Source: an optimization exercise on an open RTL-to-GDS flow (aim: small area, a short achievable clock period and few clock cycles per item). Production flows keep margins and buffers that such runs may drop.
At most, simulation tests tie the RTL to the original design; equivalence was not proved.

==> 01-08: inputs <==
==> flow/design.v <==
package tree_pkg;
	localparam int NUM_LEAVES = 16;
	localparam int ADDR_W = $clog2(NUM_LEAVES);
	localparam int NUM_LEVELS = ADDR_W;
	localparam int PAYLOAD_W = 8;
	typedef logic [ADDR_W-1:0] leaf_addr_t;
	typedef struct packed {
		logic valid;
		leaf_addr_t dest;
		logic [PAYLOAD_W-1:0] payload;
	} packet_t;
	localparam int PKT_W = 1 + ADDR_W + PAYLOAD_W;
endpackage
package route_pkg;
	typedef enum logic [1:0] {
		DIR_VOID  = 2'b00,
		DIR_LEFT  = 2'b01,
		DIR_RIGHT = 2'b10,
		DIR_UP    = 2'b11
	} dir_t;
endpackage
module tree_network (
	input logic clk,
	input logic reset,
	input logic [tree_pkg::NUM_LEAVES*tree_pkg::PKT_W-1:0] inject_i,
	output logic [tree_pkg::NUM_LEAVES*tree_pkg::PKT_W-1:0] deliver_o,
	output logic [tree_pkg::NUM_LEAVES-1:0] resend_o
);
	localparam int nl = tree_pkg::NUM_LEAVES;
	localparam int pw = tree_pkg::PKT_W;
	localparam int aw = tree_pkg::ADDR_W;
	localparam int dw = tree_pkg::PAYLOAD_W;
	logic [aw-1:0] prio;
	always_ff @(posedge clk) begin
		if (reset)
			prio <= '0;
		else
			prio <= prio + 1'b1;
	end
	logic [nl-1:0] lnk_v;
	logic [nl*2-1:0] lnk_k;
	logic [nl*dw-1:0] lnk_p;
	logic [nl*4-1:0] gnt1;
	logic [nl-1:0] lnk_taken;
	always_comb begin
		for (int g = 0; g < 4; g++) begin
			for (int j = 0; j < 4; j++) begin
				logic [3:0] rq;
				logic [3:0] gt;
				for (int a = 0; a < 4; a++)
					rq[a] = inject_i[(4*g+a)*pw + 12] && inject_i[(4*g+a)*pw + 8 +: 2] == 2'(j);
				for (int a = 0; a < 4; a++) begin
					gt[a] = rq[a];
					for (int b = 0; b < 4; b++)
						if (rq[b] && ((2'(b) ^ prio[1:0]) < (2'(a) ^ prio[1:0])))
							gt[a] = 1'b0;
				end
				lnk_v[4*g+j] = |rq;
				lnk_k[(4*g+j)*2 +: 2] = '0;
				lnk_p[(4*g+j)*dw +: dw] = '0;
				for (int a = 0; a < 4; a++) begin
					lnk_k[(4*g+j)*2 +: 2] |= {2{gt[a]}} & inject_i[(4*g+a)*pw + 10 +: 2];
					lnk_p[(4*g+j)*dw +: dw] |= {dw{gt[a]}} & inject_i[(4*g+a)*pw +: dw];
				end
				gnt1[(4*g+j)*4 +: 4] = gt;
			end
		end
	end
	always_comb begin
		lnk_taken = '0;
		for (int j = 0; j < 4; j++) begin
			for (int k = 0; k < 4; k++) begin
				logic [3:0] rq;
				logic [3:0] gt;
				logic [dw-1:0] pl;
				for (int g = 0; g < 4; g++)
					rq[g] = lnk_v[4*g+j] && lnk_k[(4*g+j)*2 +: 2] == 2'(k);
				for (int g = 0; g < 4; g++) begin
					gt[g] = rq[g];
					for (int h = 0; h < 4; h++)
						if (rq[h] && ((2'(h) ^ 2'(j) ^ prio[3:2]) < (2'(g) ^ 2'(j) ^ prio[3:2])))
							gt[g] = 1'b0;
				end
				pl = '0;
				for (int g = 0; g < 4; g++) begin
					pl |= {dw{gt[g]}} & lnk_p[(4*g+j)*dw +: dw];
					lnk_taken[4*g+j] |= gt[g];
				end
				deliver_o[(4*k+j)*pw +: pw] = {(|rq) && !reset, aw'(4*k+j), pl};
			end
		end
	end
	always_comb begin
		for (int g = 0; g < 4; g++) begin
			for (int a = 0; a < 4; a++) begin
				logic won;
				won = 1'b0;
				for (int j = 0; j < 4; j++)
					won |= gnt1[(4*g+j)*4 + a] && lnk_taken[4*g+j];
				resend_o[4*g+a] = inject_i[(4*g+a)*pw + 12] && !won;
			end
		end
	end
endmodule
==> flow/run.sh <==
#!/bin/bash
# synth_recipe.tcl (not shown) runs the flow's synth.tcl, then flattens the netlist and writes it again
# the make line also repeats each setting of config.mk as NAME=value (left out here)
make -C /OpenROAD-flow-scripts/flow DESIGN_CONFIG=/design/flow/config.mk WORK_HOME=/design/flow/orfs CLKGATE_MAP_FILE= SYNTH_SCRIPT=/design/flow/synth_recipe.tcl finish
==> flow/config.mk <==
export PLATFORM = sky130hd
export DESIGN_NAME = tree_network
export DESIGN_NICKNAME = tree_network
export VERILOG_FILES = /design/flow/design.v
export SDC_FILE = /design/flow/constraint.sdc
export NUM_CORES = 4
export LEC_CHECK = 0
export CAP_MARGIN = 20
export CORE_MARGIN = 2
export CORE_UTILIZATION = 40
export SLEW_MARGIN = 20
==> flow/constraint.sdc <==
create_clock -name core_clock -period 4.0 [get_ports {clk}]
set_input_delay 0.8000 -clock core_clock [delete_from_list [all_inputs] [get_ports {clk}]]
set_output_delay 0.8000 -clock core_clock [all_outputs]
set_load 0.01 [all_outputs]
==> 02-03 (differences from 01-08) <==
==> flow/design.v, changed modules only <==
module tree_network (
	input logic clk,
	input logic reset,
	input logic [tree_pkg::NUM_LEAVES*tree_pkg::PKT_W-1:0] inject_i,
	output logic [tree_pkg::NUM_LEAVES*tree_pkg::PKT_W-1:0] deliver_o,
	output logic [tree_pkg::NUM_LEAVES-1:0] resend_o
);
	localparam int nl = tree_pkg::NUM_LEAVES;
	localparam int pw = tree_pkg::PKT_W;
	localparam int aw = tree_pkg::ADDR_W;
	localparam int dw = tree_pkg::PAYLOAD_W;
	logic [aw-1:0] prio;
	logic [nl-1:0] hold;
	logic [nl-1:0] won;
	logic [nl*aw-1:0] buf_d;
	logic [nl*dw-1:0] buf_p;
	logic [nl-1:0] cand_v;
	logic [nl*aw-1:0] cand_d;
	logic [nl*dw-1:0] cand_p;
	logic [nl-1:0] blocked;
	for (genvar s = 0; s < nl; s++) begin : g_src
		assign cand_v[s] = hold[s] || inject_i[s*pw + pw - 1];
		assign cand_d[s*aw +: aw] = hold[s] ? buf_d[s*aw +: aw] : inject_i[s*pw + dw +: aw];
		assign cand_p[s*dw +: dw] = hold[s] ? buf_p[s*dw +: dw] : inject_i[s*pw +: dw];
	end
	always_comb begin
		for (int s = 0; s < nl; s++) begin
			blocked[s] = 1'b0;
			for (int t = 0; t < nl; t++) begin
				int b;
				b = 0;
				for (int i = 0; i < aw; i++)
					if (((s ^ t) >> i) & 1)
						b = i;
				if (t != s && cand_v[t] && cand_d[t*aw +: aw] == cand_d[s*aw +: aw]
						&& ((s >> b) & 1) != prio[b])
					blocked[s] = 1'b1;
			end
		end
	end
	assign resend_o = hold;
	always_ff @(posedge clk) begin
		if (reset) begin
			prio <= '0;
			hold <= '0;
			won <= '0;
		end else begin
			prio <= prio + 1'b1;
			hold <= cand_v & blocked;
			won <= cand_v & ~blocked;
		end
	end
	always_ff @(posedge clk) begin
		buf_d <= cand_d;
		buf_p <= cand_p;
	end
	logic [nl-1:0] dlv_v;
	logic [nl*dw-1:0] dlv_p;
	for (genvar m = 0; m < nl; m++) begin : g_out
		logic [nl-1:0] sel;
		logic [dw-1:0] pl;
		always_comb begin
			pl = '0;
			for (int s = 0; s < nl; s++) begin
				sel[s] = won[s] && buf_d[s*aw +: aw] == aw'(m);
				pl |= {dw{sel[s]}} & buf_p[s*dw +: dw];
			end
		end
		always_ff @(posedge clk) begin
			if (reset)
				dlv_v[m] <= 1'b0;
			else
				dlv_v[m] <= |sel;
			dlv_p[m*dw +: dw] <= pl;
		end
		assign deliver_o[m*pw +: pw] = {dlv_v[m], aw'(m), dlv_p[m*dw +: dw]};
	end
endmodule
- CORE_UTILIZATION: 40 -> 30
- SETUP_SLACK_MARGIN: not set -> 1.2
==> run notes <==
02-03 completed with no timing, DRC or antenna violations. 01-08 did not get past global routing (5_1_grt), error GRT-0116.
The area after synthesis of 02-03 is 2.7 times that of 01-08.
Of 02-03 and 01-08, 02-03 has the higher synthesized cell count (gap 100%, measured against 01-08).
Testbench counts of 02-03, summed over its fixed seeds: cycles 939, items 8,192.
Function not checked in 01-08: the RTL went through the layout flow alone.

[what the ideal ports hide]
No port has a modelled driver above. Below, the same layout with a new extraction and two added sets of constraints. Step 1 sets driving cells, clkbuf_16 on the clock port and buf_2 on the other inputs (assumed; they add their load-dependent delay and slew). Step 2 moves the port delays by t, midway between the first and last clock arrival at a register: inputs arrive t later, outputs are due t later. That takes back most of the time a late clock gives input paths. Three values: no drivers, after step 1, after step 2; two values: the first two.
run: 02-03
t, ns: 0.695
slack for setup (ns): 1.048 / 1.048 / 0.529
worst setup path at the end: input to register
worst data-port slew with drivers (ns): 0.08
After both steps setup and hold are still met in 02-03. The setup slack of 02-03 moves by 0.000 ns with the drivers and by -0.519 ns with both steps.
